This design comes from an exercise in tuning for small area on the open sky130 flow, not from production work.
Function was checked by simulation only, so behaviour that the tests miss may differ from the original.
Power and IR drop assume default switching activity.

**design/flow/constraint.sdc**
```tcl
create_clock -name core_clock -period 5.0 [get_ports {clk}]
set_input_delay 1.0000 -clock core_clock [delete_from_list [all_inputs] [get_ports {clk}]]
set_output_delay 1.0000 -clock core_clock [all_outputs]
set_load 0.01 [all_outputs]
```
**design/flow/run.sh**
```bash
#!/bin/bash
# synth_recipe.tcl (not shown) runs the flow's synth.tcl, then flattens the netlist and writes it again
# the make line also repeats each setting of config.mk as NAME=value (left out here)
make -C /OpenROAD-flow-scripts/flow DESIGN_CONFIG=/design/flow/config.mk WORK_HOME=/design/flow/orfs CLKGATE_MAP_FILE= SYNTH_SCRIPT=/design/flow/synth_recipe.tcl finish
```
**design/flow/design.v**
```verilog
package dispatch_buffer_pkg;
  localparam int DB_XLEN  = 32;
  localparam int DB_AW    = 32;
  localparam int DB_TAG_W = 3;
  localparam int DB_NALU  = 2;
  localparam logic [3:0] CLS_ALU_A  = 4'b0001;
  localparam logic [3:0] CLS_ALU_B  = 4'b0010;
  localparam logic [3:0] CLS_ALU_C  = 4'b0101;
  localparam logic [3:0] CLS_ALU_D  = 4'b1101;
  localparam logic [3:0] CLS_STORE  = 4'b0011;
  localparam logic [3:0] CLS_LOAD   = 4'b1001;
  localparam logic [3:0] CLS_BRANCH = 4'b0100;
  localparam logic [1:0] KC_NOP = 2'b00;
  localparam logic [1:0] KC_ALU = 2'b01;
  localparam logic [1:0] KC_LS  = 2'b10;
  localparam logic [1:0] KC_BR  = 2'b11;
endpackage
module dispatch_wakeup #(
  parameter int TAG_W = 3,
  parameter int NWB   = 3
) (
  input  logic [TAG_W-1:0]     tag_in,
  input  logic [NWB-1:0]       wb_vld,    
  input  logic [NWB*TAG_W-1:0] wb_tag,
  output logic [NWB-1:0]       hit,       
  output logic                 any
);
  logic [NWB-1:0] m;
  always_comb begin
    for (int k = 0; k < NWB; k++)
      m[k] = wb_vld[k] && (wb_tag[k*TAG_W +: TAG_W] == tag_in);
    hit[0] = m[0];
    hit[1] = m[1] & ~m[0];
    hit[2] = m[2] & ~m[1] & ~m[0];
  end
  assign any = |m;
endmodule
import dispatch_buffer_pkg::*;
module dispatch_buffer (
  input  logic          clk,
  input  logic          rst,
  input  logic          flush,
  input  logic          in_valid,
  output logic          in_ready,
  input  logic [7:0]    in_op,
  input  logic [31:0]   in_pc,
  input  logic [31:0]   in_imm,
  input  logic [31:0]   in_datax,
  input  logic [31:0]   in_datay,
  input  logic [2:0]    in_tagx,
  input  logic [2:0]    in_tagy,
  input  logic [2:0]    in_tagw,
  input  logic [4:0]    in_addrw,
  input  logic [2:0]    wb_en,
  input  logic [8:0]    wb_tag,
  input  logic [95:0]   wb_data,
  input  logic [3:0]    unit_busy,
  output logic [3:0]    iss_en,
  output logic [3:0]    iss_op,
  output logic [31:0]   iss_pc,
  output logic [31:0]   iss_imm,
  output logic [31:0]   iss_datax,
  output logic [31:0]   iss_datay,
  output logic [2:0]    iss_tagx,
  output logic [2:0]    iss_tagy,
  output logic [2:0]    iss_tagw,
  output logic [4:0]    iss_addrw,
  output logic          ren_en,
  output logic [4:0]    ren_addr,
  output logic [2:0]    ren_tag,
  output logic [2:0]    count
);
  localparam int D = 4;
  logic [3:0]  q_op [D];
  logic [1:0]  q_kc [D];
  logic        q_ld [D];
  logic [31:0] q_pc [D];
  logic [31:0] q_imm[D];
  logic [31:0] q_dx [D];
  logic [31:0] q_dy [D];
  logic [2:0]  q_tx [D];
  logic [2:0]  q_ty [D];
  logic [2:0]  q_tw [D];
  logic [4:0]  q_aw [D];
  logic [1:0]  rd_ptr;
  logic [2:0]  count_q;
  logic [1:0]  wr_ptr;
  logic [2:0] wb_vld;
  for (genvar k = 0; k < 3; k++) begin : g_wbv
    assign wb_vld[k] = wb_en[k] && (wb_tag[3*k +: 3] != 3'd0);
  end
  wire [31:0] wb0 = wb_data[31:0];
  wire [31:0] wb1 = wb_data[63:32];
  wire [31:0] wb2 = wb_data[95:64];
  logic [3:0] cls;
  logic [1:0] in_kc;
  logic       in_ld, in_st;
  assign cls = in_op[7:4];
  always_comb begin
    in_kc = KC_NOP;
    in_ld = 1'b0;
    in_st = 1'b0;
    case (cls)
      CLS_ALU_A, CLS_ALU_B, CLS_ALU_C, CLS_ALU_D: in_kc = KC_ALU;
      CLS_LOAD:   begin in_kc = KC_LS; in_ld = 1'b1; end
      CLS_STORE:  begin in_kc = KC_LS; in_st = 1'b1; end
      CLS_BRANCH: in_kc = KC_BR;
      default: ;
    endcase
  end
  logic [2:0] ihx, ihy, ihw;
  logic       iax, iay, iaw;
  dispatch_wakeup u_iwx (.tag_in(in_tagx), .wb_vld(wb_vld), .wb_tag(wb_tag), .hit(ihx), .any(iax));
  dispatch_wakeup u_iwy (.tag_in(in_tagy), .wb_vld(wb_vld), .wb_tag(wb_tag), .hit(ihy), .any(iay));
  dispatch_wakeup u_iww (.tag_in(in_tagw), .wb_vld(wb_vld), .wb_tag(wb_tag), .hit(ihw), .any(iaw));
  logic push;
  assign in_ready = ~count_q[2] & ~flush;
  assign push     = in_valid & in_ready;
  assign wr_ptr   = rd_ptr + count_q[1:0];
  assign count    = count_q;
  for (genvar e = 0; e < D; e++) begin : g_slot
    logic [2:0] hx, hy, hw;
    logic       ax, ay, aw;
    logic       pe;
    dispatch_wakeup u_wx (.tag_in(q_tx[e]), .wb_vld(wb_vld), .wb_tag(wb_tag), .hit(hx), .any(ax));
    dispatch_wakeup u_wy (.tag_in(q_ty[e]), .wb_vld(wb_vld), .wb_tag(wb_tag), .hit(hy), .any(ay));
    dispatch_wakeup u_ww (.tag_in(q_tw[e]), .wb_vld(wb_vld), .wb_tag(wb_tag), .hit(hw), .any(aw));
    assign pe = push && (wr_ptr == 2'(e));
    logic sx_in, sx_h, sy_in, sy_h;
    logic [2:0] sx_w, sy_w;
    assign sx_in = pe & ~iax;
    assign sx_h  = ~pe & ~ax;
    assign sx_w  = pe ? ihx : hx;
    assign sy_in = pe & ~iay;
    assign sy_h  = ~pe & ~ay;
    assign sy_w  = pe ? ihy : hy;
    always_ff @(posedge clk) begin
      q_dx[e] <= ({32{sx_in}} & in_datax) | ({32{sx_h}} & q_dx[e]) |
                 ({32{sx_w[0]}} & wb0) | ({32{sx_w[1]}} & wb1) | ({32{sx_w[2]}} & wb2);
      q_dy[e] <= ({32{sy_in}} & in_datay) | ({32{sy_h}} & q_dy[e]) |
                 ({32{sy_w[0]}} & wb0) | ({32{sy_w[1]}} & wb1) | ({32{sy_w[2]}} & wb2);
      if (pe) begin
        q_tx[e]  <= iax ? 3'd0 : in_tagx;
        q_ty[e]  <= iay ? 3'd0 : in_tagy;
        q_tw[e]  <= (iaw || in_st) ? 3'd0 : in_tagw;
        q_op[e]  <= in_op[3:0];
        q_kc[e]  <= in_kc;
        q_ld[e]  <= in_ld;
        q_pc[e]  <= in_pc;
        q_imm[e] <= in_imm;
        q_aw[e]  <= in_addrw;
      end else begin
        if (ax) q_tx[e] <= 3'd0;
        if (ay) q_ty[e] <= 3'd0;
        if (aw) q_tw[e] <= 3'd0;
      end
    end
  end
  logic [1:0] h_kc;
  logic [3:0] free_u, sel;
  logic       head_vld, do_iss, pop;
  assign h_kc     = q_kc[rd_ptr];
  assign head_vld = (count_q != 3'd0);
  assign free_u   = ~unit_busy & ~iss_en;
  always_comb begin
    sel = 4'b0000;
    case (h_kc)
      KC_ALU: begin
        sel[0] = free_u[0];
        sel[1] = ~free_u[0] & free_u[1];
      end
      KC_LS:  sel[2] = free_u[2];
      KC_BR:  sel[3] = free_u[3];
      default: ;
    endcase
  end
  assign do_iss = head_vld & ~flush & (|sel);
  assign pop    = head_vld & ~flush & ((h_kc == KC_NOP) | (|sel));
  always_ff @(posedge clk or negedge rst) begin
    if (!rst) begin
      rd_ptr  <= 2'd0;
      count_q <= 3'd0;
      iss_en  <= 4'd0;
    end else begin
      iss_en <= do_iss ? sel : 4'd0;
      if (flush) begin
        rd_ptr  <= 2'd0;
        count_q <= 3'd0;
      end else begin
        if (pop) rd_ptr <= rd_ptr + 2'd1;
        case ({push, pop})
          2'b10:   count_q <= count_q + 3'd1;
          2'b01:   count_q <= count_q - 3'd1;
          default: ;
        endcase
      end
    end
  end
  logic [1:0] o;
  assign o = rd_ptr - 2'd1;
  assign iss_op    = q_op[o];
  assign iss_pc    = q_pc[o];
  assign iss_imm   = q_imm[o];
  assign iss_datax = q_dx[o];
  assign iss_datay = q_dy[o];
  assign iss_tagx  = q_tx[o];
  assign iss_tagy  = q_ty[o];
  assign iss_tagw  = q_tw[o];
  assign iss_addrw = q_aw[o];
  assign ren_en    = iss_en[0] | iss_en[1] | (iss_en[2] & q_ld[o]);
  assign ren_addr  = q_aw[o];
  assign ren_tag   = {1'b0, iss_en[1] | iss_en[2], iss_en[0] | iss_en[2]};
endmodule
```
**design/flow/config.mk**
```make
export PLATFORM = sky130hd
export DESIGN_NAME = dispatch_buffer
export DESIGN_NICKNAME = dispatch_buffer
export VERILOG_FILES = /design/flow/design.v
export SDC_FILE = /design/flow/constraint.sdc
export NUM_CORES = 4
export LEC_CHECK = 0
export CAP_MARGIN = 20
export CORE_MARGIN = 2
export CORE_UTILIZATION = 40
export SLEW_MARGIN = 20
```
==> results.txt <==
[per-stage QoR]
step           setup WS, ps  cell area (µm²)  utilization  hold WS [ps]  power (mW)
3_3_place_gp            818            35400        0.475           457        16.9
3_5_place_dp            697            35400        0.475           456        17.2
4_1_cts                 410            37700        0.504           469        22.2
6_report                404            37700        0.505           460        22.3
5_1_grt                 332            37700        0.504           493        23.2
2_1_floorplan           764            30200            -           448        12.7
[cell families after synthesis]
kind of cell    Yosys count
other cells               1
compound gates          951
simple gates            440
buf+inv                 485
xor+xnor                138
fa+ha+maj                 9
mux                     155
flops                   605
[worst paths after layout]
kind | to | depth (start not counted) | slack, ps
max | iss_datay[11] | 5 | 400
min | iss_en[3] | 1 | 460
max reg2reg | count_q[1] | 10 | 1200
min reg2reg | iss_en[3] | 1 | 460
max in group asynchronous | count_q[1] | 1 | 3940
min in group asynchronous | iss_en[2] | 1 | 710
[layout by cell type, fill, tap and decap left out, types with 147 or more instances in the layout]
cell type / count
mux2i_1: 147
edfxtp_1: 340
a22oi_1: 256
o2111ai_1: 254
nand2_1: 264
clkdlybuf4s50_1: 427
a222oi_1: 149
dfxtp_1: 256
inv_1: 190
o21ai_0: 263
[critical path: stages, from the launching register on]
cell and delay [ps]:
dfrtp_1 520, inv_1 240, ha_4 580, buf_4 540, mux2i_1 460, clkdlybuf4s50_1 620
[flip-flops by register name, summed over array words and instances, names as in the netlist]
signal and cells:
q_imm 128, iss_en 4, q_dx 128, q_ld 4
q_kc 8, q_tw 12, count_q 3, q_pc 128
q_dy 128, rd_ptr 2, q_op 16, q_aw 20
q_tx 12, q_ty 12
[power by group]
group / switching (mW) / internal (mW) / total (mW)
combinational: 5.40 / 4.22 / 9.62
sequential: 0.805 / 6.84 / 7.64
clock: 2.13 / 2.87 / 5.00
total: 8.33 / 13.9 / 22.3
[routing by layer]
| metal | vias up | global-route usage | routed length (µm) |
|---|---|---|---|
| met2 | 1970 | 0.467 | 55000 |
| li1 | 11541 | - | - |
| met5 | - | 0 | 198 |
| met4 | 30 | 0.149 | 5560 |
| met1 | 13344 | 0.375 | 45700 |
| met3 | 439 | 0.0940 | 14900 |
[final cells by class]
| class | count | area (µm²) |
|---|---|---|
| Clock buffer | 91 | 1870 |
| Timing Repair Buffer | 529 | 5190 |
| Inverter | 194 | 738 |
| Multi-Input combinational cell | 1694 | 12700 |
| Sequential cell | 605 | 15600 |
| Clock inverter | 33 | 347 |
| Antenna cell | 12 | 30.0 |
| Fill cell | 6541 | 37000 |
| Tap cell | 969 | 1210 |
==> impl_metrics.tcl <==
set metrics [dict create \
    ctsResizeCount 0 \
    vias_per_cell 6.62 \
    routed_wl_mm 121 \
    synth_compound_area_frac 0.239 \
    synth.area.top_cells "edfxtp_1 34%, dfxtp_1 17%, o2111ai_1 7.4%" \
    synth_top_cell_area_share 0.338 \
    fmaxAchievable_ghz 0.218 \
    htree_levels 3 \
    worstSetupStartpointType "flop" \
    synthFlopType "edfxtp_1" \
    r2r-start "rd_ptr[1]" \
    synth_common_cells "340 x edfxtp_1, 264 x nand2_1, 263 x o21ai_0" \
    powerDensity_mw_per_mm2 590 \
    cts.clk_slew.worst_paths_ps 60 \
    coreArea_mm2 0.0747 \
    fin_crit_sh 0.919 \
    portBuffers 427 \
    stdcell_count 4127 \
    status "no timing/DRC/antenna violations" \
    cts_tree "yes" \
    ioPinCount 429 \
    arrival_ps 3600 \
    yosysTopAreaCell "edfxtp_1" \
    min_path_type "reg2reg" \
    drive_gt1_frac 0.0877 \
    grt_antenna_before_repair 23 \
    cts_hold_buf 0 \
    ys_seq_area_frac 0.514 \
    setup-tns-final_ps 0 \
    dieArea_mm2 0.0778 \
    synth_cells 2784 \
    rsz0062_at_grt "no" \
    min_from "iss_en[3]" \
    die_w_um 279 \
    clockBufferDepth 3 \
    drv_slew 0 \
    vias 27324 \
    drtAntennaViolNets 0 \
    netlist_area_mm2 0.0302 \
    nets 3366 \
    yosysMostFrequentCell "edfxtp_1" \
    drv_cap 0 \
    grt_overflow 0 \
    dp_hpwl_mm 73.1 \
    worstSetupEndpointType "output pin" \
    synth_cell_type_count 61 \
    hold_viol 0 \
    die_h_um 279 \
    grt_max_degree 79 \
    avgRoutedWirePerCell_um 29.4 \
    synth_top_family_by_area "compound AO/OA/AOI/OAI gates" \
    drt_iter0_drc 4264 \
    async_reset_ff_frac 0.0149 \
    grt_pass1_vias 27574 \
    worst_pin_slew_ps 1150 \
    cts.sinks 605 \
    cts_root_buffer "clkbuf_16" \
    synth_adder_area_share 0.00389 \
    ys_seq_elements 605 \
    synth-xor-area-share 0.0409 \
    drc_errors 0 \
    area_growth_pct 24.6 \
    leakage_nw 13.0 \
    setup_viol 0 \
    synth_mux_area_frac 0.0516 \
    critPathKind "reg2out" \
    yosys.area_share.simple 0.0766 \
    crit_required_ps 4000 \
    clk_latency_ps 640 \
    numCtsBuffers 68 \
    cts_setup_buffers 0 \
    dp_cells 3991 \
    fin_crit_ps 4600 \
    slew_headroom 0.231 \
    syn_nets 3058 \
    start_util 0.405 \
    cp_max_fo 23 \
    peakVddDrop_mv 0.370 \
    place.gp.congestion 0.901 \
    globalRouteTotalUtil 0.299 \
    drt_pass1_iterations 9 \
    synth.avg_cell_area_um2 10.9 \
    synth_edf_count 340 \
    fin_skew_ps 22.1 \
    grt_pass1_wl_mm 176 \
    synth-warning-count 24 \
    setup.worst_path.start "rd_ptr[1]" \
    row_count 100 \
]

separate check: timing with driven ports:
No port has a modelled driver above. Below, the same layout with a new extraction and two added sets of constraints.
Step 1, drivers: a clkbuf_16 drives clk and a buf_2 each remaining input, both assumed.
Step 2 adds t to the input delays and takes it off the output delays; t is the mean of the earliest and latest rising clock arrival at the registers after step 1. Input paths then give back, and output paths get back, about the clock's delay inside the block.
Slacks: ideal ports / drivers / drivers and shift; pairs: ideal ports / drivers.
t, ns: 0.684
setup slack, ns: 0.404 / 0.343 / 0.535
hold WS [ns]: 0.460 / 0.460 / 0.460
worst setup path after step 2: input to register
After both steps setup and hold are still met in this run. For this run, drivers alone change the setup slack by -0.061 ns; drivers and shift together by +0.131 ns.
